From an optimization exercise on the open Yosys and OpenROAD flow, aimed at small area and a short achievable clock period; shortcuts taken in it are not production practice.
In this exercise RTL edits were held to simulation tests only and were not proved equivalent to the original.
No activity file was given, so power comes from the tool's default toggle rates.

## design/flow/flow/run.sh

```bash
#!/bin/bash
# Standard layout, with the port buffers made from the smallest buffer cell.
export BUFFER_PORTS_ARGS="-buffer_cell sky130_fd_sc_hd__buf_1"
bash standard.sh > standard.log 2>&1
```

## design/flow/design.v

```verilog
`timescale 1ns/1ps
`default_nettype none
module smc_top (
    input  wire         i_clk,
    input  wire         i_reset,
    input  wire         i_in_valid,
    input  wire  [1:0]  i_mode,
    input  wire  [17:0] i_w,
    input  wire  [17:0] i_vgs,
    input  wire  [17:0] i_vds,
    output logic        o_out_valid,
    output logic [7:0]  o_out_n
);
    function automatic [9:0] radd(input [9:0] a, input [9:0] b, input ci);
        logic c;
        c = ci;
        for (int i = 0; i < 10; i++) begin
            radd[i] = a[i] ^ b[i] ^ c;
            c       = (a[i] & b[i]) | (c & (a[i] ^ b[i]));
        end
    endfunction
    function automatic [9:0] cadd(input [9:0] a, input [9:0] b, input ci);
        logic [9:0] lo, h0, h1;
        lo = radd({5'b0, a[4:0]}, {5'b0, b[4:0]}, ci);
        h0 = radd({5'b0, a[9:5]}, {5'b0, b[9:5]}, 1'b0);
        h1 = radd({5'b0, a[9:5]}, {5'b0, b[9:5]}, 1'b1);
        cadd = {lo[5] ? h1[4:0] : h0[4:0], lo[4:0]};
    endfunction
    function automatic [19:0] csa(input [9:0] a, input [9:0] b, input [9:0] c);
        logic [9:0] s, k;
        s = a ^ b ^ c;
        k = (a & b) | (c & (a ^ b));
        csa = {k[8:0], 1'b0, s};
    endfunction
    function automatic ge(input [7:0] a, input [7:0] b);
        logic g;
        g = 1'b1;
        for (int i = 0; i < 8; i++) g = b[i] ? (a[i] & g) : (a[i] | g);
        ge = g;
    endfunction
    function automatic [7:0] div3(input [7:0] x);
        logic r1, r0, n1, n0;
        r1 = 1'b0; r0 = 1'b0;
        for (int i = 7; i >= 0; i--) begin
            div3[i] = r1 | (r0 & x[i]);
            n1 = x[i] ? r1 : r0;
            n0 = x[i] ? ~(r1 | r0) : r1;
            r1 = n1; r0 = n0;
        end
    endfunction
    localparam logic [127:0] G0 = 128'h2aea0afa02fe00000000000000000000;
    localparam logic [127:0] G1 = 128'h2a000a00020000002aea0afa02fe0000;
    localparam logic [127:0] G2 = 128'hc4080e02fc000000cc0c0cfcfc000000;
    localparam logic [127:0] G3 = 128'h0af20cfc00000000f0f0f00000000000;
    localparam logic [127:0] G4 = 128'h0cfcf000000000000000000000000000;
    localparam logic [127:0] G5 = 128'hf0000000000000000000000000000000;
    logic [7:0] x [6];
    logic       v0, v1, v2;
    logic [1:0] md0, md1;
    logic [17:0] w0;
    logic [5:0]  g0 [6];
    always_ff @(posedge i_clk) begin
        v0   <= i_in_valid & ~i_reset;
        md0  <= i_mode;
        w0   <= i_w;
    end
    for (genvar d = 0; d < 6; d++) begin : g_dev
        wire [6:0] idx = {i_mode[0], i_vgs[3*d +: 3], i_vds[3*d +: 3]};
        always_ff @(posedge i_clk)
            g0[d] <= {G5[idx], G4[idx], G3[idx], G2[idx], G1[idx], G0[idx]};
        assign x[d] = w0[3*d +: 3] * g0[d];
    end
    logic above [6][6];
    always_comb begin
        for (int i = 0; i < 6; i++) begin
            above[i][i] = 1'b0;
            for (int j = i + 1; j < 6; j++) begin
                above[i][j] = ge(x[i], x[j]);
                above[j][i] = ~above[i][j];
            end
        end
    end
    logic [5:0] pos [3];
    for (genvar d = 0; d < 6; d++) begin : g_rank
        wire [4:0] a;
        for (genvar j = 0; j < 5; j++) begin : g_a
            assign a[j] = above[j < d ? j : j + 1][d];
        end
        wire s1 = a[0] ^ a[1] ^ a[2];
        wire c1 = (a[0] & a[1]) | (a[2] & (a[0] ^ a[1]));
        wire s0 = a[3] ^ a[4] ^ s1;
        wire c2 = (a[3] & a[4]) | (s1 & (a[3] ^ a[4]));
        wire n0 = ~s0 & ~c1 & ~c2;           
        wire n1 =  s0 & ~c1 & ~c2;           
        wire n2 = ~s0 & (c1 ^ c2);           
        wire n3 =  s0 & (c1 ^ c2);           
        wire n4 = ~s0 & c1 & c2;             
        wire n5 =  s0 & c1 & c2;             
        assign pos[0][d] = md0[1] ? n0 : n5;
        assign pos[1][d] = md0[1] ? n1 : n4;
        assign pos[2][d] = md0[1] ? n2 : n3;
    end
    logic [7:0] rc [3];
    logic [7:0] r [3];
    logic [7:0] bq [3];
    always_comb begin
        for (int k = 0; k < 3; k++) begin
            rc[k] = '0;
            for (int d = 0; d < 6; d++) rc[k] = rc[k] | (pos[k][d] ? x[d] : 8'd0);
        end
    end
    always_ff @(posedge i_clk) begin
        v1  <= v0 & ~i_reset;
        md1 <= md0;
        for (int k = 0; k < 3; k++) r[k] <= rc[k];
    end
    always_comb begin
        for (int k = 0; k < 3; k++) bq[k] = div3(r[k]);
    end
    wire [19:0] s1  = csa({2'b0, bq[0]}, {2'b0, bq[1]}, {2'b0, bq[2]});
    wire [9:0]  sum = cadd(s1[9:0], s1[19:10], 1'b0);
    wire [7:0]  hi = md1[1] ? bq[0] : bq[2];
    wire [7:0]  lo = md1[1] ? bq[2] : bq[0];
    wire [9:0]  dif = radd({2'b0, hi}, ~{2'b0, lo}, 1'b1);
    logic [7:0] s2r;
    logic [6:0] d2r;
    logic       m2;
    always_ff @(posedge i_clk) begin
        v2  <= v1 & ~i_reset;
        m2  <= md1[0];
        s2r <= sum[7:0];
        d2r <= dif[6:0];
    end
    wire [9:0]  t4 = cadd({s2r, 2'b00}, ~{3'b0, d2r}, 1'b1);
    wire [7:0]  y  = m2 ? t4[9:2] : s2r;
    always_ff @(posedge i_clk) begin
        o_out_valid <= v2 & ~i_reset;
        o_out_n     <= div3(y);
    end
endmodule
`default_nettype wire
```

## design/flow/config.mk

```make
export PLATFORM = sky130hd
export DESIGN_NAME = smc_top
export DESIGN_NICKNAME = smc_top
export VERILOG_FILES = /design/flow/design.v
export SDC_FILE = /design/flow/constraint.sdc
export NUM_CORES = 4
export LEC_CHECK = 0
export CAP_MARGIN = 20
export CORE_MARGIN = 2
export CORE_UTILIZATION = 40
export CTS_BUF_LIST = sky130_fd_sc_hd__clkbuf_8 sky130_fd_sc_hd__clkbuf_16
export SLEW_MARGIN = 60
export SYNTH_MEMORY_MAX_BITS = 100000
```

## design/flow/standard.sh

```bash
#!/bin/bash
# synth_recipe.tcl (not shown) runs the flow's synth.tcl, then flattens the netlist and writes it again
# the make line also repeats each setting of config.mk as NAME=value (left out here)
make -C /OpenROAD-flow-scripts/flow DESIGN_CONFIG=/design/flow/config.mk WORK_HOME=/design/flow/orfs CLKGATE_MAP_FILE= SYNTH_SCRIPT=/design/flow/synth_recipe.tcl "${@:-finish}"
```

## design/flow/constraint.sdc

```tcl
create_clock -name core_clock -period 25.0 [get_ports {i_clk}]
set_input_delay 5.0000 -clock core_clock [delete_from_list [all_inputs] [get_ports {i_clk}]]
set_output_delay 5.0000 -clock core_clock [all_outputs]
set_load 0.01 [all_outputs]
```

==> flow_summary.ini, run 1 <==
[status]
outcome = complete, no violations

[sta]
post-route-min-period_ns = 6.54
finClkSkew_ns = 0.0162
fin_setup_tns_ns = 0
clock.fmax_mhz = 153
hold_viol = 0
period_share_pct = 26.2
rsz0062_at_grt = false
drv_slew = 0
setup_viol = 0
max_slew_margin_pct = 60.8
worst_slew_pin_slew_ns = 0.586

[synth]
ys_seq_area_share_pct = 19.7
avgSynthCellArea_sq_um = 7.91
synth_area_sq_mm = 0.0111
synthTopCellsByArea = dfxtp_1 (20%), fa_1 (11%), ha_1 (7.0%), nand2_1 (5.0%), a21oi_1 (4.3%)
async_flop_share_pct = 0
synth_fp_nets = 1582
synth_top_area_cell = dfxtp_1
ys_seq_elements = 109
syn_inst = 1399
synth_most_common_cell = nand2_1
ys_warn_count = 8
synth_edf_count = 0
synth_cell_types = 67
synth-main-ff-cell = dfxtp_1
ys_top_cells_by_count = nand2_1 (148), inv_1 (121), dfxtp_1 (109)
yosysTopAreaCellShare_pct = 19.7

[setup_path]
cp.arrival_ns = 6.75
critPathLaunch = w0[4]
reg2reg_depth = 19
critPathRequiredTime_ns = 25.21
crit_slowest_cell = fa_1
setup.worst_path.class = register to register
slowest_delay_ns = 0.74
end_kind = register
worst_setup_path_start_kind = register
reg2reg_from = w0[4]
cpMostUsedCell = fa_1
crit_fanout = 14
reg2reg_slack_ns = 18.46
critical_path.cell_chain = and2_1, fa_1, ha_1, inv_1, fa_1, o21ai_0, a211oi_1, a222oi_1, maj3_1, maj3_1, maj3_1, o21ai_0, fa_1, fa_1, nand2_1, o21a_1, o32ai_1, a221oi_1, o221ai_1
r2r_end = r[1][0]

[floorplan]
core_area_sq_mm = 0.0270
ioPinCount = 68
die_area_sq_mm = 0.0290
rows = 60
start_util_pct = 41.0
die-height_um = 170
die_w_um = 170

[clocking]
cts_buffers = 9
post-cts-setup-buffers = 0
cts_max_level = 3
clock_latency_ns = 0.37
cts_resized = 0
cts-root-buf = clkbuf_16
cts_sinks = 109
cts_hold_buf = 0
cts_tree = done
clock_path_buffers = 2
clk_pin_slew_worst_paths_ns = 0.09

[hold_path]
min_from = md1[0]
hold_path.class = register to register
worst_hold_path.endpoint = m2
hold_depth = 0

[final_layout]
stdcell_count = 1766
nets = 1603
diodes = 0
fillCellCount = 2694
final_layout_size_suffix_gt1_share_pct = 7.72
syn2layout_area_growth_pct = 10.4
utilization_pct = 45.2

[power_and_ir_drop]
ir_drop_mv = 0.0744
p_leak_nw = 5.13
power_density_mw_per_mm2 = 111

[drt]
wl_met2_mm = 14.7
vias = 10200
vias_per_cell = 5.75
topRoutingLayerUsed = met4
routedLengthMet1_mm = 13.7
firstDrtPassIters = 6
avgRoutedWirePerCell_um = 17.7
met3_length_mm = 1.84
routed_wirelength_mm = 31.2
drtIter0Drc = 820
ant_nets = 0
drc = 0

[placed_design]
gp_congestion = 0.968
place_inst = 1750
portBuffers = 66
dp_hpwl_mm = 24.6

[global_routing]
grt_pass1_vias = 9598
grt_pass1_wl_mm = 50.0
grt_start_max_net_pins = 43
grt_overflow = 0
antenna_found_initial = 0
track_usage_pct = 21.8

[run]
maxCapViolCount = 0
layout make-up:
| type | count | area [sq um] | share of cell area (%) |
|---|---|---|---|
| Clock inverter | 7 | 78.8 | 0.645 |
| Timing Repair Buffer | 77 | 327 | 2.67 |
| Multi-Input combinational cell | 1102 | 8520 | 69.7 |
| Inverter | 121 | 454 | 3.72 |
| Clock buffer | 9 | 225 | 1.84 |
| Sequential cell | 109 | 2190 | 17.9 |
| Tap cell | 341 | 427 | 3.49 |
flip-flops by register name (all words and copies together) (netlist names):
signal	cells
v1	1
o_out_n	7
md0	2
v0	1
g0	36
s2r	8
r	24
v2	1
d2r	7
w0	18
o_out_valid	1
m2	1
md1	2
logic make-up after synthesis:
logic type,share of synthesized area (%)
AND/OR/NAND/NOR,18.1
AO/OA/AOI/OAI,23.9
buffers and inverters,6.51
adder cells (fa/ha/maj),22.8
flip-flops,19.7
XOR/XNOR,5.70
multiplexers,3.28
other,0.0339
metrics by stage:
step | instance area (sq um) | setup WS [ns] | power, mW | hold slack, ns
floorplan | 11100 | 18.83 | 0.931 | 0.310
global placement | 11500 | 18.11 | 1.14 | 0.310
detailed placement | 11800 | 18.48 | 1.20 | 0.315
CTS | 12200 | 18.47 | 1.36 | 0.334
global route | 12200 | 18.13 | 1.49 | 0.344
finish | 12200 | 18.46 | 1.36 | 0.331
worst max-delay path: cells and delay by family (launching register included):
| family | cells | cell delay (ns) |
|---|---|---|
| AOI/OAI and AO/OA | 8 | 1.81 |
| adders and majority gates | 8 | 3.67 |
| buffers and inverters | 1 | 0.06 |
| DFF | 1 | 0.46 |
| and+or+nand+nor | 2 | 0.37 |
layout by cell type, fill, tap and decap left out, types with 10 or more instances in the layout:
cell type / Yosys / routed
a21o_1: 18 / 18
a21oi_1: 95 / 95
a221oi_1: 11 / 11
a22oi_1: 49 / 49
a31oi_1: 16 / 15
and2_1: 60 / 60
buf_1: 4 / 65
dfxtp_1: 109 / 106
fa_1: 62 / 61
ha_1: 62 / 60
inv_1: 121 / 121
maj3_1: 41 / 41
mux2_2: 10 / 10
mux2i_1: 25 / 20
nand2_1: 148 / 148
nand2b_1: 14 / 14
nand3_1: 39 / 39
nor2_1: 84 / 82
nor2b_1: 27 / 27
nor3_1: 24 / 21
o21ai_0: 70 / 67
o221ai_1: 17 / 16
o22ai_1: 25 / 25
xnor2_1: 41 / 21
xnor2_2: 0 / 19
xor2_1: 31 / 22
report_power, final:
group	total [mW]	switching (mW)	internal (mW)	leakage, nW
clock network	0.149	0.0773	0.0713	0.148
registers	0.258	0.0366	0.222	0.906
logic	0.955	0.581	0.374	4.08
worst max-delay path by stage:
stage	cells after the start	slack (ns)	endpoint
after floorplan	20	18.83	r[1][7]
after global placement	18	18.11	r[0][0]
after detailed placement	17	18.48	r[1][7]
after CTS	19	18.47	r[1][0]
after global routing	19	18.13	r[1][0]
final	19	18.46	r[1][0]
routing by layer:
| metal | global-route usage, % | up-vias |
|---|---|---|
| met1 | 28.7 | 4755 |
| li1 | - | 5003 |
| met2 | 36.6 | 340 |
| met3 | 3.23 | 57 |
| met4 | 7.43 | 0 |
| met5 | 0 | - |
==> run 2: changes to the inputs <==
--- a/design/flow/config.mk
+++ b/design/flow/config.mk
@@ -6,8 +6,9 @@
 export NUM_CORES = 4
 export LEC_CHECK = 0
+export ABC_AREA = 1
 export CAP_MARGIN = 20
 export CORE_MARGIN = 2
 export CORE_UTILIZATION = 40
 export CTS_BUF_LIST = sky130_fd_sc_hd__clkbuf_8 sky130_fd_sc_hd__clkbuf_16
-export SLEW_MARGIN = 60
+export SLEW_MARGIN = 20
 export SYNTH_MEMORY_MAX_BITS = 100000
==> flow_summary.ini, run 2 <==
[synth]
synth_cell_types = 47
synthMuxAreaShare_pct = 0
ys_top_cells_by_count = nand2_1 (534), inv_1 (295), nor2_1 (118)
async_flop_share_pct = 0
syn_inst = 1718
ys_warn_count = 8
ys_seq_elements = 109
synthTopCellsByArea = dfxtp_1 (20%), nand2_1 (18%), fa_1 (11%), inv_1 (10%), ha_1 (7.1%)
synthXorXnorAreaFrac_pct = 2.97
synth_edf_count = 0
synth_top_area_cell = dfxtp_1
synth_compound_area_share_pct = 19.0
ys_seq_area_share_pct = 19.9
synth_fa_ha_area_share_pct = 18.4
synth-main-ff-cell = dfxtp_1
synth_area_sq_mm = 0.0110
avgSynthCellArea_sq_um = 6.40
synth_most_common_cell = nand2_1
synth_fp_nets = 1901
synth_top_family_by_area = simple AND/OR/NAND/NOR gates
synthSimpleGateAreaFrac_pct = 28.2
yosysTopAreaCellShare_pct = 19.9

[drt]
wl_met2_mm = 15.0
firstDrtPassIters = 7
vias_per_cell = 5.28
drc = 0
met3_length_mm = 1.69
routed_wirelength_mm = 30.7
topRoutingLayerUsed = met4
drtIter0Drc = 808
routedLengthMet1_mm = 13.2
avgRoutedWirePerCell_um = 14.5
ant_nets = 0
vias = 11200

[sta]
drv_slew = 0
setup_viol = 0
worst_slew_pin_slew_ns = 0.973
finClkSkew_ns = 0.0214
fin_setup_tns_ns = 0
hold_viol = 0
rsz0062_at_grt = false
clock.fmax_mhz = 161
max_slew_margin_pct = 34.9
period_share_pct = 24.9
post-route-min-period_ns = 6.22

[floorplan]
ioPinCount = 68
die_w_um = 170
start_util_pct = 40.8
rows = 60
die-height_um = 170
core_area_sq_mm = 0.0270
die_area_sq_mm = 0.0288

[clocking]
clock_latency_ns = 0.38
post-cts-setup-buffers = 0
cts_hold_buf = 0
clk_pin_slew_worst_paths_ns = 0.10
cts_tree = done
cts-root-buf = clkbuf_16
cts_buffers = 9
cts_sinks = 109
clock_path_buffers = 2
cts_max_level = 3
cts_resized = 0

[status]
outcome = complete, no violations

[setup_path]
reg2reg_slack_ns = 18.78
end_kind = register
worst_setup_path_start_kind = register
crit_slowest_cell = xnor2_1
slowest_delay_ns = 0.61
cpLargestDelayFamily = adder cells
crit_fanout = 10
critical_path.cell_chain = nand2_1, inv_1, fa_1, ha_1, inv_1, fa_1, xnor2_1, clkinv_1, o21ai_0, o21ai_0, nand2_1, nand2_1, nand2_1, nand2_1, fa_1, inv_1, fa_1, nand2_1, inv_1, nor4_2, inv_1, o22ai_1, a21oi_1, nand2_1
cpMostUsedCell = nand2_1
crit_buf_inv = 6
setup.worst_path.class = register to register
critPathRequiredTime_ns = 25.31
cp.arrival_ns = 6.53

[global_routing]
grt_start_max_net_pins = 25
grt_pass1_vias = 10500
grt_pass1_wl_mm = 50.5
antenna_found_initial = 0
grt_overflow = 0
track_usage_pct = 21.6

[final_layout]
largest_register_ffs = 36
syn2layout_area_growth_pct = 8.13
layout_common_cells = nand2_1 (534), inv_1 (295), nor2_1 (118)
utilization_pct = 44.1
top_regs = g0: 36 flops, r: 24 flops, w0: 18 flops
regMostFlops = g0
final_layout_size_suffix_gt1_share_pct = 2.71
layout_commonest_cell = nand2_1
nets = 1950
diodes = 0

[power_and_ir_drop]
power.total_mw = 1.37
p_leak_nw = 6.39
power_density_mw_per_mm2 = 115
ir_drop_mv = 0.0532

[placed_design]
gp_congestion = 1.01
portBuffers = 66
dp_hpwl_mm = 24.4

[run]
maxCapViolCount = 0

[hold_path]
hold_path.class = register to register
run 2: path summary, 6_finish.rpt:
path / from / to / cells past startpoint
max: w0[0] / r[2][3] / 24
min: md1[0] / m2 / 0
max reg2reg: w0[0] / r[2][3] / 24
min reg2reg: md1[0] / m2 / 0
run 2: stage by stage:
step | cells | hold WS, ns | cell area (sq um) | worst slack [ns]
2_1_floorplan | 1718 | 0.310 | 11000 | 18.99
3_3_place_gp | 2096 | 0.311 | 11500 | 17.84
3_5_place_dp | 2096 | 0.314 | 11500 | 17.82
4_1_cts | 2112 | 0.325 | 11900 | 18.21
5_1_grt | 2113 | 0.326 | 11900 | 18.55
6_report | 2113 | 0.328 | 11900 | 18.78
run 2: power breakdown:
part / internal (mW) / total [mW] / switching [mW]
Clock: 0.0745 / 0.156 / 0.0818
Combinational: 0.326 / 0.966 / 0.640
Sequential: 0.226 / 0.249 / 0.0225
run 2: cell type report:
class,count,area [sq um]
sequential,109,2180
clock inverter,7,96.3
inverter,306,1150
timing repair buffer,69,278
clock buffer,9,225
tap,341,427
fill,2817,15100
multi-input combinational,1272,7530
run 2: cell families after synthesis:
family / count (synthesis)
xor gates and xnor gates: 30
DFF: 109
AOI/OAI and AO/OA: 345
and+or+nand+nor: 772
adders and majority gates: 124
buffers and inverters: 337
other: 1
run 2: routing by layer:
| layer | vias to the layer above | GRT usage, % |
|---|---|---|
| met5 | - | 0 |
| met3 | 58 | 3.17 |
| met1 | 5089 | 26.2 |
| met4 | 0 | 7.47 |
| li1 | 5633 | - |
| met2 | 373 | 38.9 |
==> run 3: changes to the inputs <==
--- a/design/flow/config.mk
+++ b/design/flow/config.mk
@@ -11,4 +11,4 @@
 export CORE_UTILIZATION = 40
 export CTS_BUF_LIST = sky130_fd_sc_hd__clkbuf_8 sky130_fd_sc_hd__clkbuf_16
-export SLEW_MARGIN = 20
+export SLEW_MARGIN = 40
 export SYNTH_MEMORY_MAX_BITS = 100000
==> flow_summary.ini, run 3 <==
[status]
outcome = complete, no violations

[synth]
async_flop_share_pct = 0
ys_seq_area_share_pct = 19.9
ys_warn_count = 8
synth_top_area_cell = dfxtp_1
synth-main-ff-cell = dfxtp_1
synth_area_sq_mm = 0.0110
syn_inst = 1718
ys_top_cells_by_count = nand2_1 (534), inv_1 (295), nor2_1 (118)
synth_fp_nets = 1901
synthTopCellsByArea = dfxtp_1 (20%), nand2_1 (18%), fa_1 (11%), inv_1 (10%), ha_1 (7.1%)
synth_most_common_cell = nand2_1
avgSynthCellArea_sq_um = 6.40
synth_edf_count = 0
synth_cell_types = 47
yosysTopAreaCellShare_pct = 19.9
ys_seq_elements = 109

[placed_design]
placed_area_sq_mm = 0.0116
place_inst = 2096
gp_congestion = 1.01
post-place-ws_ns = 18.52
dp_hpwl_mm = 24.4
portBuffers = 66

[final_layout]
final_layout_size_suffix_gt1_share_pct = 2.88
layout_common_cells = nand2_1 (534), inv_1 (295), nor2_1 (118)
nets = 1949
stdcell_count = 2112
design_area_sq_mm = 0.0119
utilization_pct = 44.1
layout_commonest_cell = nand2_1
top_regs = g0: 36 flops, r: 24 flops, w0: 18 flops
syn2layout_area_growth_pct = 8.21
largest_register_ffs = 36
regMostFlops = g0
diodes = 0

[sta]
period_share_pct = 24.8
fin_ws_ns = 18.80
clock.fmax_mhz = 161
worst_slew_pin_slew_ns = 0.762
hold_slack_ns = 0.328
max_slew_margin_pct = 48.8
rsz0062_at_grt = false
finClkSkew_ns = 0.0189
setup_viol = 0
drv_slew = 0
post-route-min-period_ns = 6.20
fin_setup_tns_ns = 0
hold_viol = 0

[setup_path]
reg2reg_from = w0[0]
crit_buf_inv = 6
r2r_end = r[2][3]
cp.arrival_ns = 6.51
critical_path.cell_chain = nand2_1, inv_1, fa_1, ha_1, inv_1, fa_1, xnor2_1, clkinv_1, o21ai_0, o21ai_0, nand2_1, nand2_1, nand2_1, nand2_1, fa_1, inv_1, fa_1, nand2_1, inv_1, nor4_2, inv_1, o22ai_1, a21oi_1, nand2_1
crit_slowest_cell = xnor2_1
critPathRequiredTime_ns = 25.31
reg2reg_depth = 24
end_kind = register
slowest_delay_ns = 0.63
reg2reg_slack_ns = 18.80
cpMostUsedCell = nand2_1
cpLargestDelayFamily = adder cells
setup.worst_path.class = register to register
worst_setup_path_start_kind = register
crit_fanout = 10

[clocking]
cts_sinks = 109
clk_pin_slew_worst_paths_ns = 0.09
cts_max_level = 3
cts_buffers = 9
cts_resized = 0
clock_latency_ns = 0.38
cts_hold_buf = 0
cts-root-buf = clkbuf_16
post-cts-setup-buffers = 0
clock_path_buffers = 2
cts_tree = done

[hold_path]
hold_depth = 0
worst_hold_path.endpoint = m2
min_from = md1[0]
hold_path.class = register to register

[global_routing]
antenna_found_initial = 0
grt_overflow = 0
grt_pass1_vias = 10500
grt_pass1_wl_mm = 50.3
track_usage_pct = 21.6
grt_start_max_net_pins = 25

[floorplan]
die_area_sq_mm = 0.0288
core_area_sq_mm = 0.0270
start_util_pct = 40.8
die-height_um = 170
rows = 60
die_w_um = 170
ioPinCount = 68

[drt]
drtIter0Drc = 753
firstDrtPassIters = 5
ant_nets = 0
avgRoutedWirePerCell_um = 14.5
routed_wirelength_mm = 30.5
drc = 0
vias = 11200
vias_per_cell = 5.28

[power_and_ir_drop]
p_leak_nw = 6.39
power_density_mw_per_mm2 = 115
power.total_mw = 1.37
ir_drop_mv = 0.0509

[run]
maxCapViolCount = 0
## run 3: cell count changes in the layout (fill, tap and decap cells not counted)
cell     previous run  this run
buf_2               0         1
xor2_1             17        15
buf_8               1         0
xnor2_2             2         3
buf_1              66        65
xor2_2              4         6
xnor2_1             6         5
## run 3: worst max-delay path by stage
stage | startpoint | to | slack, ns | cells after the start
after floorplan | i_vds[16] | g0[5][1] | 18.99 | 7
after global placement | i_mode[0] | g0[1][2] | 17.84 | 6
after detailed placement | i_mode[0] | g0[1][2] | 18.52 | 6
after CTS | i_mode[0] | g0[1][2] | 18.91 | 6
after global routing | w0[0] | r[2][3] | 18.52 | 26
final | w0[0] | r[2][3] | 18.80 | 24
## run 3: cell families (layout without fill, tap and decap cells)
group | after synthesis | in the layout | synth area share, %
AND/OR/NAND/NOR | 772 | 772 | 28.2
XOR/XNOR | 30 | 30 | 2.97
AO/OA/AOI/OAI | 345 | 345 | 19.0
flip-flops | 109 | 109 | 19.9
other | 1 | 1 | 0.0341
buffers and inverters | 337 | 390 | 11.7
adder cells (fa/ha/maj) | 124 | 124 | 18.4
## run 3: cell type report
| type | count | area [sq um] |
|---|---|---|
| fill | 2789 | 15100 |
| multi-input combinational | 1272 | 7550 |
| sequential | 109 | 2180 |
| inverter | 306 | 1150 |
| tap | 341 | 427 |
| timing repair buffer | 68 | 264 |
| clock buffer | 9 | 225 |
| clock inverter | 7 | 96.3 |
## run 3: where the power goes
part	internal, mW	total [mW]	switching [mW]
registers	0.226	0.249	0.0227
logic	0.326	0.965	0.639
clock network	0.0744	0.156	0.0816
total	0.627	1.37	0.743
## run 3: layer usage
metal	wire [um]	GRT usage, %	vias to the layer above
met4	1200	10.2	0
met1	13100	26.1	5041
met3	1670	2.71	83
li1	-	-	5631
met2	14600	37.9	401
met5	0	0	-
==> run 4: changes to the inputs <==
--- a/design/flow/config.mk
+++ b/design/flow/config.mk
@@ -9,5 +9,5 @@
 export CAP_MARGIN = 20
 export CORE_MARGIN = 2
-export CORE_UTILIZATION = 40
+export CORE_UTILIZATION = 55
 export CTS_BUF_LIST = sky130_fd_sc_hd__clkbuf_8 sky130_fd_sc_hd__clkbuf_16
 export SLEW_MARGIN = 40
==> flow_summary.ini, run 4 <==
[status]
outcome = complete, no violations

[drt]
routedLengthMet1_mm = 13.0
routed_wirelength_mm = 29.9
vias_per_cell = 5.53
vias = 11300
wl_met2_mm = 13.5
met3_length_mm = 2.26
drc = 0
firstDrtPassIters = 8
avgRoutedWirePerCell_um = 14.7
ant_nets = 0
topRoutingLayerUsed = met4
drtIter0Drc = 958

[final_layout]
nets = 1951
layout_common_cells = nand2_1 (534), inv_1 (295), nor2_1 (118)
largest_register_ffs = 36
final_layout_size_suffix_gt1_share_pct = 2.88
diodes = 0
syn2layout_area_growth_pct = 7.34
top_regs = g0: 36 flops, r: 24 flops, w0: 18 flops
layout_commonest_cell = nand2_1
regMostFlops = g0

[clocking]
cts_sinks = 109
cts_hold_buf = 0
cts_resized = 0
cts_tree = done
cts_max_level = 3
clock_latency_ns = 0.37
cts-root-buf = clkbuf_16
clock_path_buffers = 2
cts_buffers = 9
clk_pin_slew_worst_paths_ns = 0.09
post-cts-setup-buffers = 0

[setup_path]
worst_setup_path_start_kind = register
crit_slowest_cell = o21ai_0
critical_path.cell_chain = nand2_1, inv_1, fa_1, ha_1, inv_1, fa_1, xnor2_1, clkinv_1, o21ai_0, o21ai_0, nand2_1, nand2_1, nand2_1, nand2_1, fa_1, inv_1, fa_1, nand2_1, inv_1, nor4_2, inv_1, o22ai_1, a21oi_1, nand2_1
end_kind = register
setup.worst_path.class = register to register
slowest_delay_ns = 0.57
critPathRequiredTime_ns = 25.30
cpMostUsedCell = nand2_1
cp.arrival_ns = 6.40
crit_fanout = 10

[power_and_ir_drop]
p_leak_nw = 6.40
ir_drop_mv = 0.0615
power_density_mw_per_mm2 = 118
power.total_mw = 1.39

[sta]
post-route-min-period_ns = 6.10
rsz0062_at_grt = false
period_share_pct = 24.4
hold_viol = 0
worst_slew_pin_slew_ns = 0.756
finClkSkew_ns = 0.0164
drv_slew = 0
setup_viol = 0
max_slew_margin_pct = 49.6
fin_ws_ns = 18.90
fin_setup_tns_ns = 0
clock.fmax_mhz = 164

[placed_design]
dp_hpwl_mm = 23.7
portBuffers = 66
post-place-ws_ns = 18.55
gp_congestion = 1.01

[floorplan]
rows = 51
core_area_sq_mm = 0.0195
ioPinCount = 68
start_util_pct = 56.3
die-height_um = 145
die_area_sq_mm = 0.0211
die_w_um = 145

[synth]
ys_seq_elements = 109
synth-main-ff-cell = dfxtp_1
yosysTopAreaCellShare_pct = 19.9
ys_top_cells_by_count = nand2_1 (534), inv_1 (295), nor2_1 (118)
ys_warn_count = 8
ys_seq_area_share_pct = 19.9
synth_cell_types = 47
synth_fp_nets = 1901
avgSynthCellArea_sq_um = 6.40
syn_inst = 1718
async_flop_share_pct = 0
synth_most_common_cell = nand2_1
synthTopCellsByArea = dfxtp_1 (20%), nand2_1 (18%), fa_1 (11%), inv_1 (10%), ha_1 (7.1%)
synth_area_sq_mm = 0.0110
synth_top_area_cell = dfxtp_1
synth_edf_count = 0

[global_routing]
grt_pass1_vias = 10400
track_usage_pct = 28.4
grt_pass1_wl_mm = 49.6
antenna_found_initial = 0
grt_overflow = 0
grt_start_max_net_pins = 25

[hold_path]
hold_path.class = register to register

[run]
maxCapViolCount = 0
[run 4: logic make-up (layout without fill, tap and decap cells)]
group | count (synthesis) | after routing | synth area share (%)
and+or+nand+nor | 772 | 772 | 28.2
AOI/OAI and AO/OA | 345 | 345 | 19.0
DFF | 109 | 109 | 19.9
buffers and inverters | 337 | 392 | 11.7
adders and majority gates | 124 | 124 | 18.4
xor gates and xnor gates | 30 | 30 | 2.97
other | 1 | 1 | 0.0341
[run 4: worst max-delay path: cells and delay by family (launching register included)]
family	cells	cell delay, ns
adder cells (fa/ha/maj)	5	2.17
AND/OR/NAND/NOR	8	1.11
AO/OA/AOI/OAI	4	0.97
buffers and inverters	6	0.94
XOR/XNOR	1	0.47
flip-flops	1	0.37
[run 4: final cells by class]
class	count	area (sq um)
fill	1923	7730
multi-input combinational	1272	7530
sequential	109	2180
inverter	306	1150
tap	265	332
timing repair buffer	70	279
clock buffer	9	225
clock inverter	7	96.3
[run 4: final timing paths]
path	startpoint	slack [ns]	cells past startpoint	end
worst max-delay path	w0[0]	18.90	24	r[2][4]
worst min-delay path	md1[0]	0.34	0	m2
worst max register to register	w0[0]	18.90	24	r[2][4]
worst min register to register	md1[0]	0.34	0	m2
[run 4: stage by stage]
| step | instances | utilization (%) | area (sq um) | hold WS, ns |
|---|---|---|---|---|
| detailed placement | 2022 | 58.8 | 11500 | 0.321 |
| finish | 2038 | 60.4 | 11800 | 0.342 |
| global route | 2038 | 60.4 | 11800 | 0.359 |
| CTS | 2038 | 60.4 | 11800 | 0.343 |
| floorplan | 1718 | - | 11000 | 0.310 |
| global placement | 2022 | 58.7 | 11500 | 0.311 |
[run 4: routing by layer]
layer  vias up  GRT usage [%]
li1       5642              -
met1      5084           37.1
met2       471           46.9
met3        82           4.58
met4         0           11.5
met5         -              0
[run 4: where the power goes]
group	internal [mW]	leakage, nW	switching [mW]	total (mW)
Sequential	0.226	0.908	0.0223	0.249
Combinational	0.329	5.33	0.655	0.984
Clock	0.0744	0.156	0.0786	0.153
Total	0.630	6.40	0.756	1.39
==> run 5: changes to the inputs <==
--- a/design/flow/config.mk
+++ b/design/flow/config.mk
@@ -9,5 +9,5 @@
 export CAP_MARGIN = 20
 export CORE_MARGIN = 2
-export CORE_UTILIZATION = 55
+export CORE_UTILIZATION = 30
 export CTS_BUF_LIST = sky130_fd_sc_hd__clkbuf_8 sky130_fd_sc_hd__clkbuf_16
 export SLEW_MARGIN = 40
==> flow_summary.ini, run 5 <==
[status]
outcome = complete, no violations

[drt]
firstDrtPassIters = 6
routed_wirelength_mm = 30.5
drc = 0
avgRoutedWirePerCell_um = 13.6
drtIter0Drc = 899
vias = 11100
vias_per_cell = 4.96
ant_nets = 0

[clocking]
clock_latency_ns = 0.38
cts_hold_buf = 0
cts_sinks = 109
clock_path_buffers = 2
cts_buffers = 9
post-cts-setup-buffers = 0
cts_tree = done
cts_max_level = 3
cts_resized = 0
clk_pin_slew_worst_paths_ns = 0.08
cts-root-buf = clkbuf_16

[synth]
ys_top_cells_by_count = nand2_1 (534), inv_1 (295), nor2_1 (118)
ys_seq_area_share_pct = 19.9
synth_fp_nets = 1901
async_flop_share_pct = 0
synth_most_common_cell = nand2_1
synthTopCellsByArea = dfxtp_1 (20%), nand2_1 (18%), fa_1 (11%), inv_1 (10%), ha_1 (7.1%)
synth-main-ff-cell = dfxtp_1
avgSynthCellArea_sq_um = 6.40
syn_inst = 1718
synth_cell_types = 47
synth_top_area_cell = dfxtp_1
synth_edf_count = 0
yosysTopAreaCellShare_pct = 19.9
synth_area_sq_mm = 0.0110
ys_seq_elements = 109
ys_warn_count = 8

[setup_path]
end_kind = register
crit_fanout = 23
worst_setup_path_start_kind = primary input
reg2reg_depth = 22
setup.worst_path.class = primary input to register
cp.arrival_ns = 6.30
critPathRequiredTime_ns = 25.29

[global_routing]
grt_start_max_net_pins = 24
track_usage_pct = 16.1
grt_overflow = 0
grt_pass1_vias = 10400
grt_pass1_wl_mm = 50.0
antenna_found_initial = 0

[power_and_ir_drop]
p_leak_nw = 6.39
ir_drop_mv = 0.0547
power_density_mw_per_mm2 = 113

[sta]
finClkSkew_ns = 0.0115
period_share_pct = 24.1
drv_slew = 0
max_slew_margin_pct = 44.2
fin_setup_tns_ns = 0
clock.fmax_mhz = 166
hold_viol = 0
worst_slew_pin_slew_ns = 0.834
fin_ws_ns = 18.98
setup_viol = 0
rsz0062_at_grt = false
post-route-min-period_ns = 6.02

[floorplan]
ioPinCount = 68
core_area_sq_mm = 0.0363
die_w_um = 195
die_area_sq_mm = 0.0382
start_util_pct = 30.2
die-height_um = 195
rows = 70

[final_layout]
multi_input_area_sq_mm = 0.00756
layout_commonest_cell = nand2_1
regArea_sq_mm = 0.00218
largest_register_ffs = 36
diodes = 0
final_layout_size_suffix_gt1_share_pct = 2.88
fillCellCount = 3934
layout_common_cells = nand2_1 (534), inv_1 (295), nor2_1 (118)
syn2layout_area_growth_pct = 9.62
regMostFlops = g0
nets = 1949
top_regs = g0: 36 flops, r: 24 flops, w0: 18 flops

[placed_design]
post-place-ws_ns = 18.56
portBuffers = 66
gp_congestion = 0.965
dp_hpwl_mm = 24.7

[run]
maxCapViolCount = 0

[hold_path]
hold_path.class = register to register
hold_depth = 0
==> run 5: cell types whose count changed in the layout (fill, tap and decap cells not counted), moves of 2 or more <==
cell	before	now
buf_4	4	2
clkinv_8	1	3
inv_12	3	0
xnor2_1	6	4
xnor2_2	2	4
==> run 5: critical path, cell delays in order <==
cell	delay [ns]
buf_1	0.07
buf_4	0.21
inv_1	0.59
nor2_1	0.11
a221oi_1	0.29
==> run 5: where the power goes <==
part / internal (mW) / switching, mW / leakage [nW] / total [mW]
clock network: 0.0717 / 0.0745 / 0.151 / 0.146
registers: 0.226 / 0.0224 / 0.908 / 0.249
logic: 0.324 / 0.636 / 5.33 / 0.961
==> run 5: area by class of cell <==
cell class                      instances  share of cell area [%]
Multi-Input combinational cell       1272                    62.7
Sequential cell                       109                    18.1
Inverter                              306                    9.53
Tap cell                              468                    4.86
Timing Repair Buffer                   68                    2.18
Clock buffer                            9                    1.87
Clock inverter                          7                   0.717
==> run 5: logic make-up (layout without fill, tap and decap cells) <==
logic type	after synthesis	in the layout	synth area share (%)
buf+inv	337	390	11.7
other cells	1	1	0.0341
simple gates	772	772	28.2
compound gates	345	345	19.0
flops	109	109	19.9
fa+ha+maj	124	124	18.4
xor+xnor	30	30	2.97
==> run 5: final timing paths <==
path | startpoint | end | slack, ns
max | i_mode[0] | g0[4][3] | 18.98
min | md0[0] | md1[0] | 0.33
max reg2reg | w0[0] | r[2][2] | 19.00
min reg2reg | md0[0] | md1[0] | 0.33
==> run 5: layer usage <==
| layer | track usage [%] | vias up | wire, um |
|---|---|---|---|
| met5 | 0 | - | 0 |
| met4 | 7.55 | 0 | 1170 |
| met3 | 2.40 | 80 | 1930 |
| met2 | 28.8 | 386 | 14600 |
| met1 | 18.9 | 5001 | 12700 |
| li1 | - | 5641 | - |
==> run 5: through the flow <==
| step | total power [mW] | hold slack (ns) | instance area [sq um] | std cells | util, % |
|---|---|---|---|---|---|
| global route | 1.52 | 0.344 | 12000 | 2239 | 33.1 |
| floorplan | 0.963 | 0.310 | 11000 | 1718 | - |
| CTS | 1.36 | 0.330 | 12000 | 2239 | 33.1 |
| global placement | 1.19 | 0.310 | 11700 | 2223 | 32.2 |
| finish | 1.36 | 0.329 | 12000 | 2239 | 33.1 |
| detailed placement | 1.21 | 0.312 | 11700 | 2223 | 32.3 |
==> run 6: changes to the inputs <==
--- a/design/flow/config.mk
+++ b/design/flow/config.mk
@@ -11,4 +11,6 @@
 export CORE_UTILIZATION = 30
 export CTS_BUF_LIST = sky130_fd_sc_hd__clkbuf_8 sky130_fd_sc_hd__clkbuf_16
+export CTS_CLUSTER_DIAMETER = 120
+export CTS_CLUSTER_SIZE = 40
 export SLEW_MARGIN = 40
 export SYNTH_MEMORY_MAX_BITS = 100000
==> flow_summary.ini, run 6 <==
[power_and_ir_drop]
p_clk_share_pct = 10.8
p_switching_uw = 733
ir_drop_mv = 0.0547
power.share.combinational_pct = 70.9
p_seq_share_pct = 18.4
p_leak_nw = 6.39
p_sw_share_pct = 54.1
power_density_mw_per_mm2 = 113
internal_power_uw = 623

[setup_path]
end_kind = register
crit_fanout = 23
cp.arrival_ns = 6.30
worst_setup_path_start_kind = primary input
critPathRequiredTime_ns = 25.29
setup.worst_path.class = primary input to register

[drt]
vias_per_cell = 4.96
avgRoutedWirePerCell_um = 13.6
routed_wirelength_mm = 30.5
drc = 0
vias = 11100
drtIter0Drc = 899
ant_nets = 0
firstDrtPassIters = 6

[global_routing]
grt_overflow = 0
grt_pass1_vias = 10400
antenna_found_initial = 0
grt_pass1_wl_mm = 50.0
grt_start_max_net_pins = 24
track_usage_pct = 16.1

[status]
outcome = complete, no violations

[clocking]
clock_latency_ns = 0.38
cts_sinks = 109
cts-root-buf = clkbuf_16
cts_tree = done
clk_pin_slew_worst_paths_ns = 0.08
post-cts-setup-buffers = 0
cts_hold_buf = 0
cts_max_level = 3
cts_buffers = 9
clock_path_buffers = 2
cts_resized = 0

[sta]
drv_slew = 0
fin_ws_ns = 18.98
fin_setup_tns_ns = 0
post-route-min-period_ns = 6.02
period_share_pct = 24.1
clock.fmax_mhz = 166
finClkSkew_ns = 0.0115
worst_slew_pin_slew_ns = 0.834
hold_slack_ns = 0.329
rsz0062_at_grt = false
max_slew_margin_pct = 44.2
hold_viol = 0
setup_viol = 0

[synth]
avgSynthCellArea_sq_um = 6.40
ys_seq_elements = 109
synth_fa_ha_area_share_pct = 18.4
synthSimpleGateAreaFrac_pct = 28.2
yosysTopAreaCellShare_pct = 19.9
synthXorXnorAreaFrac_pct = 2.97
synthTopCellsByArea = dfxtp_1 (20%), nand2_1 (18%), fa_1 (11%), inv_1 (10%), ha_1 (7.1%)
synth_compound_area_share_pct = 19.0
syn_inst = 1718
synth_fp_nets = 1901
synth_cell_types = 47
synth_top_area_cell = dfxtp_1
synth_area_sq_mm = 0.0110
ys_seq_area_share_pct = 19.9
synth_most_common_cell = nand2_1
async_flop_share_pct = 0
ys_top_cells_by_count = nand2_1 (534), inv_1 (295), nor2_1 (118)
synth-main-ff-cell = dfxtp_1
synthMuxAreaShare_pct = 0
synth_edf_count = 0
synth_top_family_by_area = simple AND/OR/NAND/NOR gates
ys_warn_count = 8

[placed_design]
dp_hpwl_mm = 24.7
gp_congestion = 0.965
post-place-ws_ns = 18.56
portBuffers = 66

[final_layout]
largest_register_ffs = 36
layout_common_cells = nand2_1 (534), inv_1 (295), nor2_1 (118)
nets = 1949
syn2layout_area_growth_pct = 9.62
regMostFlops = g0
final_layout_size_suffix_gt1_share_pct = 2.88
layout_commonest_cell = nand2_1
top_regs = g0: 36 flops, r: 24 flops, w0: 18 flops
utilization_pct = 33.1
diodes = 0

[floorplan]
ioPinCount = 68
die_w_um = 195
core_area_sq_mm = 0.0363
start_util_pct = 30.2
die_area_sq_mm = 0.0382
rows = 70
die-height_um = 195

[hold_path]
hold_path.class = register to register

[run]
maxCapViolCount = 0
-- run 6: through the flow --
stage / cell area, sq um / std cells / power, mW
2_1_floorplan: 11000 / 1718 / 0.963
3_3_place_gp: 11700 / 2223 / 1.19
3_5_place_dp: 11700 / 2223 / 1.21
4_1_cts: 12000 / 2239 / 1.36
5_1_grt: 12000 / 2239 / 1.52
6_report: 12000 / 2239 / 1.36
-- run 6: path summary, 6_finish.rpt --
| kind | endpoint | slack [ns] | cells after the start | startpoint |
|---|---|---|---|---|
| max | g0[4][3] | 18.98 | 5 | i_mode[0] |
| min | md1[0] | 0.33 | 0 | md0[0] |
| max reg2reg | r[2][2] | 19.00 | 22 | w0[0] |
| min reg2reg | md1[0] | 0.33 | 0 | md0[0] |
-- run 6: power groups by stage --
stage | logic, mW | registers (mW) | clock network (mW)
finish | 0.961 | 0.249 | 0.146
global route | 1.11 | 0.254 | 0.159
CTS | 0.957 | 0.250 | 0.154
detailed placement | 0.952 | 0.254 | 0
global placement | 0.940 | 0.252 | 0
floorplan | 0.713 | 0.250 | 0
-- run 6: kinds of logic (layout without fill, tap and decap cells) --
family / Yosys count / in the layout
and+or+nand+nor: 772 / 772
AOI/OAI and AO/OA: 345 / 345
buffers and inverters: 337 / 390
adders and majority gates: 124 / 124
DFF: 109 / 109
xor gates and xnor gates: 30 / 30
other: 1 / 1
-- run 6: final cells by class --
cell class,instances,area (sq um)
Clock buffer,9,225
Multi-Input combinational cell,1272,7560
Tap cell,468,586
Timing Repair Buffer,68,263
Sequential cell,109,2180
Fill cell,3934,24300
Clock inverter,7,86.3
Inverter,306,1150
-- run 6: layer usage --
metal  GRT usage [%]  share of wire, %  vias up
met4            7.55               3.8        0
met2            28.8                48      386
met1            18.9                42     5001
met3            2.40               6.3       80
met5               0                 0        -
li1                -                 -     5641
-- run 6: worst max-delay path: stages --
cell and delay, ns:
buf_1 0.07, buf_4 0.21, inv_1 0.59, nor2_1 0.11, a221oi_1 0.29
==> run 7: changes to the inputs <==
--- a/design/flow/config.mk
+++ b/design/flow/config.mk
@@ -11,6 +11,4 @@
 export CORE_UTILIZATION = 30
 export CTS_BUF_LIST = sky130_fd_sc_hd__clkbuf_8 sky130_fd_sc_hd__clkbuf_16
-export CTS_CLUSTER_DIAMETER = 120
-export CTS_CLUSTER_SIZE = 40
-export SLEW_MARGIN = 40
+export SLEW_MARGIN = 60
 export SYNTH_MEMORY_MAX_BITS = 100000
==> flow_summary.ini, run 7 <==
[placed_design]
dp_hpwl_mm = 24.7
gp_congestion = 0.965
placed_area_sq_mm = 0.0118
portBuffers = 66

[final_layout]
top_regs = g0: 36 flops, r: 24 flops, w0: 18 flops
final_layout_size_suffix_gt1_share_pct = 3.50
fillCellCount = 3871
regMostFlops = g0
multi_input_area_sq_mm = 0.00766
design_area_sq_mm = 0.0122
utilization_pct = 33.5
diodes = 0
regArea_sq_mm = 0.00218
nets = 1950
syn2layout_area_growth_pct = 10.7
layout_common_cells = nand2_1 (534), inv_1 (294), nor2_1 (116)
largest_register_ffs = 36
layout_commonest_cell = nand2_1

[setup_path]
crit_slowest_cell = buf_1
setup.worst_path.class = primary input to register
cp.arrival_ns = 6.12
worst_setup_path_start_kind = primary input
critical_path.cell_chain = buf_1, nor2_1, nor2_1, a21boi_0, o221ai_1, o21ai_0, o21ai_0
critPathRequiredTime_ns = 25.25
end_kind = register
slowest_delay_ns = 0.26
crit_fanout = 8

[synth]
ys_seq_area_share_pct = 19.9
synth_area_sq_mm = 0.0110
synth_most_common_cell = nand2_1
ys_seq_elements = 109
ys_top_cells_by_count = nand2_1 (534), inv_1 (295), nor2_1 (118)
synth_top_area_cell = dfxtp_1
async_flop_share_pct = 0
ys_warn_count = 8
synth_fp_nets = 1901
synth_edf_count = 0
syn_inst = 1718
synth-main-ff-cell = dfxtp_1
avgSynthCellArea_sq_um = 6.40
synthTopCellsByArea = dfxtp_1 (20%), nand2_1 (18%), fa_1 (11%), inv_1 (10%), ha_1 (7.1%)
yosysTopAreaCellShare_pct = 19.9
synth_cell_types = 47

[floorplan]
die-height_um = 195
die_area_sq_mm = 0.0382
core_area_sq_mm = 0.0363
ioPinCount = 68
start_util_pct = 30.2
die_w_um = 195
rows = 70

[sta]
rsz0062_at_grt = false
worst_slew_pin_slew_ns = 0.572
period_share_pct = 23.5
drv_slew = 0
setup_viol = 0
clock.fmax_mhz = 170
fin_setup_tns_ns = 0
max_slew_margin_pct = 61.8
finClkSkew_ns = 0.0135
post-route-min-period_ns = 5.87
hold_viol = 0
hold_slack_ns = 0.331

[clocking]
clock_latency_ns = 0.38
cts_sinks = 109
cts-root-buf = clkbuf_16
clock_path_buffers = 2
cts_tree = done
cts_resized = 0
cts_buffers = 9
cts_hold_buf = 0
cts_max_level = 3
post-cts-setup-buffers = 0
clk_pin_slew_worst_paths_ns = 0.07

[global_routing]
grtUsageMet1_pct = 18.8
track_usage_pct = 16.2
grt_pass1_wl_mm = 50.1
grtUsageMet2_pct = 28.6
grt_start_max_net_pins = 24
grt_pass1_vias = 10400
met3_usage_pct = 2.88
busiest_layer = met2
grt_overflow = 0
antenna_found_initial = 0

[drt]
firstDrtPassIters = 6
drc = 0
avgRoutedWirePerCell_um = 13.7
ant_nets = 0
routed_wirelength_mm = 30.7
drtIter0Drc = 791
vias = 11200
vias_per_cell = 4.98

[status]
outcome = complete, no violations

[power_and_ir_drop]
p_leak_nw = 6.41
ir_drop_mv = 0.0535
power.total_mw = 1.37
power.share.combinational_pct = 71.1
power_density_mw_per_mm2 = 112
p_seq_share_pct = 18.2
p_switching_uw = 740
internal_power_uw = 626
p_clk_share_pct = 10.7
p_sw_share_pct = 54.2

[run]
maxCapViolCount = 0

[hold_path]
hold_path.class = register to register
## run 7: cell counts after synthesis
No cell type changed its count.
## run 7: power by group through the flow
stage,Sequential [mW],Combinational (mW),Clock (mW)
after global routing,0.255,1.12,0.159
after CTS,0.250,0.962,0.154
after floorplan,0.250,0.713,0
final,0.249,0.970,0.146
after global placement,0.252,0.940,0
after detailed placement,0.254,0.958,0
## run 7: cells by family (layout without fill, tap and decap cells)
group	count (synthesis)	count (layout)	share of synthesized area, %
AOI/OAI and AO/OA	345	345	19.0
xor gates and xnor gates	30	30	2.97
adders and majority gates	124	124	18.4
buffers and inverters	337	391	11.7
DFF	109	109	19.9
other	1	1	0.0341
and+or+nand+nor	772	772	28.2
## run 7: cell type report
type	count	share of cell area [%]
repair buffers	69	2.22
flip-flops and latches	109	18.0
well taps	468	4.81
clock inverters	7	0.710
multi-input cells	1272	63.0
clock buffers	9	1.85
inverters	306	9.44
## run 7: path summary, 6_finish.rpt
| check | from | end | slack, ns | cells after the start |
|---|---|---|---|---|
| setup / recovery | i_vds[16] | g0[5][1] | 19.13 | 7 |
| hold / removal | md0[0] | md1[0] | 0.33 | 0 |
| setup reg to reg | w0[6] | r[2][2] | 19.26 | 23 |
| hold reg to reg | md0[0] | md1[0] | 0.33 | 0 |
## run 7: stage by stage
stage          worst slack [ns]  instances
3_5_place_dp              18.76       2224
5_1_grt                   18.99       2240
4_1_cts                   19.09       2240
3_3_place_gp              18.62       2223
2_1_floorplan             18.99       1718
6_report                  19.13       2240
## run 7: critical path, delay by kind of cell
family,cells,cell delay [ns]
buffers and inverters,1,0.26
AO/OA/AOI/OAI,4,0.58
AND/OR/NAND/NOR,2,0.29
## run 7: per-layer routing
layer	up-vias	part of all wire, %	wire length [um]
met5	-	0	0
met4	0	4.4	1360
met3	98	6.4	1970
met2	418	47	14500
met1	5022	42	12800
li1	5628	-	-
==> run 8: changes to the inputs <==
--- a/design/flow/config.mk
+++ b/design/flow/config.mk
@@ -11,4 +11,4 @@
 export CORE_UTILIZATION = 30
 export CTS_BUF_LIST = sky130_fd_sc_hd__clkbuf_8 sky130_fd_sc_hd__clkbuf_16
-export SLEW_MARGIN = 60
+export SLEW_MARGIN = 70
 export SYNTH_MEMORY_MAX_BITS = 100000
==> flow_summary.ini, run 8 <==
[power_and_ir_drop]
ir_drop_mv = 0.0524
power_density_mw_per_mm2 = 112
p_leak_nw = 6.42

[run]
maxCapViolCount = 0

[clocking]
cts_max_level = 3
cts_resized = 0
cts-root-buf = clkbuf_16
cts_hold_buf = 0
clock_path_buffers = 2
cts_tree = done
post-cts-setup-buffers = 0
cts_buffers = 9
clk_pin_slew_worst_paths_ns = 0.07
clock_latency_ns = 0.38
cts_sinks = 109

[synth]
synth_fp_nets = 1901
ys_seq_area_share_pct = 19.9
yosysTopAreaCellShare_pct = 19.9
ys_seq_elements = 109
ys_top_cells_by_count = nand2_1 (534), inv_1 (295), nor2_1 (118)
synth_most_common_cell = nand2_1
synth-main-ff-cell = dfxtp_1
synthTopCellsByArea = dfxtp_1 (20%), nand2_1 (18%), fa_1 (11%), inv_1 (10%), ha_1 (7.1%)
synth_cell_types = 47
ys_warn_count = 8
syn_inst = 1718
async_flop_share_pct = 0
synth_edf_count = 0
avgSynthCellArea_sq_um = 6.40
synth_area_sq_mm = 0.0110
synth_top_area_cell = dfxtp_1

[floorplan]
rows = 70
start_util_pct = 30.2
die_w_um = 195
core_area_sq_mm = 0.0363
ioPinCount = 68
die_area_sq_mm = 0.0382
die-height_um = 195

[placed_design]
gp_congestion = 0.965
place_inst = 2226
dp_hpwl_mm = 24.9
post-place-ws_ns = 18.74
portBuffers = 66
placed_area_sq_mm = 0.0119

[drt]
ant_nets = 0
drtIter0Drc = 802
firstDrtPassIters = 6
vias = 11100
avgRoutedWirePerCell_um = 13.7
drc = 0
vias_per_cell = 4.96
routed_wirelength_mm = 30.8

[hold_path]
min_from = md0[0]
hold_path.class = register to register

[final_layout]
layout_common_cells = nand2_1 (530), inv_1 (293), nor2_1 (116)
diodes = 0
design_area_sq_mm = 0.0122
top_regs = g0: 36 flops, r: 24 flops, w0: 18 flops
nets = 1953
final_layout_size_suffix_gt1_share_pct = 4.17
layout_commonest_cell = nand2_1
stdcell_count = 2243
largest_register_ffs = 36
syn2layout_area_growth_pct = 11.4
regMostFlops = g0

[sta]
fin_ws_ns = 19.07
finClkSkew_ns = 0.0117
period_share_pct = 23.7
rsz0062_at_grt = false
drv_slew = 0
fin_setup_tns_ns = 0
clock.fmax_mhz = 169
hold_slack_ns = 0.335
hold_viol = 0
setup_viol = 0
post-route-min-period_ns = 5.93

[setup_path]
reg2reg_from = w0[0]
end_kind = register
crit_fanout = 23
setup.worst_path.class = primary input to register
cp.arrival_ns = 6.19
critPathRequiredTime_ns = 25.26
critPathLaunch = i_mode[0]
reg2reg_slack_ns = 19.25
worst_setup_path_start_kind = primary input

[global_routing]
grt_pass1_vias = 10600
track_usage_pct = 16.3
grt_start_max_net_pins = 24
antenna_found_initial = 0
grt_overflow = 0
grt_pass1_wl_mm = 50.5

[status]
outcome = complete, no violations
-- run 8: path summary, 6_finish.rpt --
check / to / cells past startpoint
worst max-delay path: g0[1][2] / 7
worst min register to register: md1[0] / 0
worst max register to register: r[2][2] / 22
worst min-delay path: md1[0] / 0
-- run 8: critical path, stage by stage --
cell	delay, ns
buf_1	0.07
buf_4	0.27
clkinv_2	0.36
a21oi_1	0.25
nand2_1	0.07
o211ai_1	0.09
nand2_1	0.06
-- run 8: cell families after synthesis --
group / count (synthesis) / share of synthesized area (%)
adders and majority gates: 124 / 18.4
DFF: 109 / 19.9
buffers and inverters: 337 / 11.7
xor gates and xnor gates: 30 / 2.97
other: 1 / 0.0341
and+or+nand+nor: 772 / 28.2
AOI/OAI and AO/OA: 345 / 19.0
-- run 8: per-stage QoR --
stage	power, mW	util, %
6_report	1.37	33.7
5_1_grt	1.53	33.7
4_1_cts	1.37	33.6
3_5_place_dp	1.22	32.8
3_3_place_gp	1.19	32.2
2_1_floorplan	0.963	-
-- run 8: layout make-up --
class                      count  area, sq um
inverter                     306         1150
clock inverter                 7         78.8
fill                        3937        24100
tap                          468          586
multi-input combinational   1272         7740
sequential                   109         2180
timing repair buffer          72          285
clock buffer                   9          225
-- run 8: power breakdown --
group | internal, mW | switching (mW)
clock network | 0.0710 | 0.0737
registers | 0.226 | 0.0223
logic | 0.329 | 0.644
total | 0.626 | 0.740
-- run 8: per-layer routing --
metal	routed length (um)	global-route usage, %
met1	12900	19.1
met2	14700	28.9
met3	1810	2.64
met4	1440	8.40
met5	0	0
==> run 9: changes to the inputs <==
--- a/design/flow/design.v
+++ b/design/flow/design.v
@@ -119,5 +119,5 @@
     end
     wire [19:0] s1  = csa({2'b0, bq[0]}, {2'b0, bq[1]}, {2'b0, bq[2]});
-    wire [9:0]  sum = cadd(s1[9:0], s1[19:10], 1'b0);
+    wire [9:0]  sum = radd(s1[9:0], s1[19:10], 1'b0);
     wire [7:0]  hi = md1[1] ? bq[0] : bq[2];
     wire [7:0]  lo = md1[1] ? bq[2] : bq[0];
@@ -132,5 +132,5 @@
         d2r <= dif[6:0];
     end
-    wire [9:0]  t4 = cadd({s2r, 2'b00}, ~{3'b0, d2r}, 1'b1);
+    wire [9:0]  t4 = radd({s2r, 2'b00}, ~{3'b0, d2r}, 1'b1);
     wire [7:0]  y  = m2 ? t4[9:2] : s2r;
     always_ff @(posedge i_clk) begin
--- a/design/flow/config.mk
+++ b/design/flow/config.mk
@@ -6,9 +6,8 @@
 export NUM_CORES = 4
 export LEC_CHECK = 0
-export ABC_AREA = 1
 export CAP_MARGIN = 20
 export CORE_MARGIN = 2
-export CORE_UTILIZATION = 30
+export CORE_UTILIZATION = 40
 export CTS_BUF_LIST = sky130_fd_sc_hd__clkbuf_8 sky130_fd_sc_hd__clkbuf_16
-export SLEW_MARGIN = 70
+export SLEW_MARGIN = 20
 export SYNTH_MEMORY_MAX_BITS = 100000
==> flow_summary.ini, run 9 <==
[status]
outcome = complete, no violations

[sta]
fin_setup_tns_ns = 0
fin_ws_ns = 18.35
finClkSkew_ns = 0.0142
post-route-min-period_ns = 6.65
worst_slew_pin_slew_ns = 1.21
drv_slew = 0
clock.fmax_mhz = 150
period_share_pct = 26.6
rsz0062_at_grt = false
max_slew_margin_pct = 19.0
hold_viol = 0
setup_viol = 0

[clocking]
cts_tree = done
cts-root-buf = clkbuf_16
clock_path_buffers = 2
cts_sinks = 109
clock_latency_ns = 0.38
cts_max_level = 3
cts_hold_buf = 0
cts_resized = 0
post-cts-setup-buffers = 0
cts_buffers = 9
clk_pin_slew_worst_paths_ns = 0.09

[floorplan]
die-height_um = 175
start_util_pct = 40.5
ioPinCount = 68
die_area_sq_mm = 0.0305
die_w_um = 175
core_area_sq_mm = 0.0287
rows = 62

[synth]
synth_most_common_cell = nand2_1
yosysTopAreaCellShare_pct = 18.7
synth_fp_nets = 1651
ys_top_cells_by_count = nand2_1 (160), inv_1 (111), dfxtp_1 (109)
async_flop_share_pct = 0
synth_top_area_cell = dfxtp_1
ys_seq_area_share_pct = 18.7
synth-main-ff-cell = dfxtp_1
ys_seq_elements = 109
synth_cell_types = 83
avgSynthCellArea_sq_um = 7.93
synth_edf_count = 0
synth_area_sq_mm = 0.0116
syn_inst = 1468
synthTopCellsByArea = dfxtp_1 (19%), fa_1 (11%), ha_1 (6.5%), nand2_1 (5.2%), and2_1 (3.9%)
ys_warn_count = 8

[global_routing]
grt_pass1_vias = 10300
antenna_found_initial = 0
grt_overflow = 0
grt_pass1_wl_mm = 51.9
grt_start_max_net_pins = 50
track_usage_pct = 21.0

[setup_path]
crit_fanout = 9
crit_buf_inv = 2
critPathLaunch = w0[6]
setup.worst_path.class = register to register
critPathRequiredTime_ns = 25.31
reg2reg_from = w0[6]
cpMostUsedCell = fa_1
critical_path.cell_chain = nand2_1, fa_1, inv_1, ha_1, fa_1, inv_1, and3_1, nor3_1, a311oi_1, nor2_1, o221a_2, maj3_1, fa_1, fa_1, xnor2_1, nor3_1, a32oi_1, nand3_1
cp.arrival_ns = 6.96
slowest_delay_ns = 0.92
crit_slowest_cell = nor3_1
cpLargestDelayFamily = adder cells
worst_setup_path_start_kind = register
end_kind = register

[drt]
vias_per_cell = 5.81
routed_wirelength_mm = 31.9
avgRoutedWirePerCell_um = 17.1
drc = 0
firstDrtPassIters = 6
drtIter0Drc = 940
vias = 10900
ant_nets = 0

[final_layout]
regMostFlops = g0
syn2layout_area_growth_pct = 6.71
largest_register_ffs = 36
nets = 1665
top_regs = g0: 36 flops, r: 24 flops, w0: 18 flops
final_layout_size_suffix_gt1_share_pct = 5.18
diodes = 0
fillCellCount = 2951
layout_commonest_cell = nand2_1
design_area_sq_mm = 0.0124
layout_common_cells = nand2_1 (160), inv_1 (111), dfxtp_1 (109)

[placed_design]
gp_congestion = 0.971
portBuffers = 66
dp_hpwl_mm = 24.7
post-place-ws_ns = 18.48
placed_area_sq_mm = 0.0121

[power_and_ir_drop]
p_leak_nw = 5.21
ir_drop_mv = 0.0628
power_density_mw_per_mm2 = 108

[hold_path]
hold_path.class = register to register
min_from = md0[0]

[run]
maxCapViolCount = 0
## run 9: changes by cell type after synthesis, moves of 20 or more
cell / before / now
a22oi_1: 27 / 52
and2_1: 0 / 72
clkbuf_1: 22 / 55
inv_1: 295 / 111
maj3_1: 0 / 21
mux2i_1: 0 / 20
nand2_1: 534 / 160
nand2b_1: 0 / 24
nand3_1: 76 / 42
nor2_1: 118 / 96
nor2b_1: 0 / 40
o21ai_0: 113 / 57
xnor2_1: 6 / 36
## run 9: routing by layer
metal	global-route usage (%)	up-vias	wire length, um
met2	33.9	429	14400
met5	0	-	0
met1	26.7	5037	13600
met3	4.57	105	2500
met4	9.97	0	1490
li1	-	5294	-
## run 9: layout make-up
cell class / instances / area (sq um) / area share [%]
Clock buffer: 9 / 225 / 1.81
Inverter: 111 / 417 / 3.35
Timing Repair Buffer: 75 / 317 / 2.55
Multi-Input combinational cell: 1176 / 8720 / 70.2
Tap cell: 384 / 480 / 3.87
Sequential cell: 109 / 2180 / 17.6
Clock inverter: 7 / 73.8 / 0.594
## run 9: final timing paths
| path | end | slack [ns] | cells after the start |
|---|---|---|---|
| max | r[2][0] | 18.35 | 18 |
| min | md1[0] | 0.35 | 0 |
| max reg2reg | r[2][0] | 18.35 | 18 |
| min reg2reg | md1[0] | 0.35 | 0 |
## run 9: power breakdown
part           leakage [nW]  switching (mW)  total [mW]  internal [mW]
logic                  4.16           0.573       0.939          0.366
registers             0.906          0.0331       0.254          0.221
clock network         0.144          0.0761       0.147         0.0706
## run 9: kinds of logic (layout without fill, tap and decap cells)
kind of cell | count (synthesis) | after routing | synth area share, %
compound gates | 423 | 423 | 25.5
mux | 41 | 41 | 3.97
fa+ha+maj | 153 | 153 | 20.0
simple gates | 498 | 498 | 20.9
flops | 109 | 109 | 18.7
buf+inv | 183 | 202 | 6.29
other cells | 1 | 1 | 0.0322
xor+xnor | 60 | 60 | 4.52
## run 9: through the flow
step | hold WS [ns] | utilization [%] | total power, mW | cells
6_report | 0.347 | 43.3 | 1.34 | 1871
3_3_place_gp | 0.317 | 42.2 | 1.17 | 1855
4_1_cts | 0.351 | 43.3 | 1.33 | 1871
3_5_place_dp | 0.330 | 42.2 | 1.18 | 1855
5_1_grt | 0.360 | 43.3 | 1.47 | 1871
2_1_floorplan | 0.310 | - | 0.956 | 1468

## static timing again, ports no longer ideal
How much do the figures lean on ideal ports? The routed layouts below were timed once more, with nothing changed but the port constraints.
Step 1 (the two cells are an assumption about what drives the block):
set clk [get_ports {i_clk}]
set_driving_cell -lib_cell sky130_fd_sc_hd__clkbuf_16 $clk
set_driving_cell -lib_cell sky130_fd_sc_hd__buf_2 [delete_from_list [all_inputs] $clk]
Step 2 also shifts input and output timing later by t, the mid clock arrival at the registers, as if the neighbouring blocks saw the same clock.
Three values: ideal, step 1, step 2; two values: the first two.
run	t, ns	setup WS [ns]	worst setup path at the end	worst register clock-pin slew, ns	worst data-port slew with drivers (ns)
run 1	0.413	18.460 / 18.460 / 18.460	register to register	0.09 / 0.09	0.04
run 2	0.419	18.775 / 18.775 / 18.653	input to register	0.10 / 0.10	0.03
run 3	0.421	18.804 / 18.804 / 18.537	input to register	0.09 / 0.09	0.03
run 4	0.413	18.900 / 18.900 / 18.532	input to register	0.09 / 0.09	0.03
run 5	0.420	18.984 / 18.995 / 18.593	input to register	0.09 / 0.09	0.04
run 6	0.420	18.984 / 18.995 / 18.593	input to register	0.09 / 0.09	0.04
run 7	0.421	19.128 / 19.087 / 18.729	input to register	0.09 / 0.09	0.04
run 8	0.422	19.070 / 19.092 / 18.673	input to register	0.08 / 0.08	0.04
run 9	0.424	18.350 / 18.350 / 18.350	register to register	0.09 / 0.09	0.04
After both steps setup and hold are still met in every run listed. For run 7, which loses most, drivers alone change the setup slack by -0.041 ns; drivers and shift together by -0.399 ns.
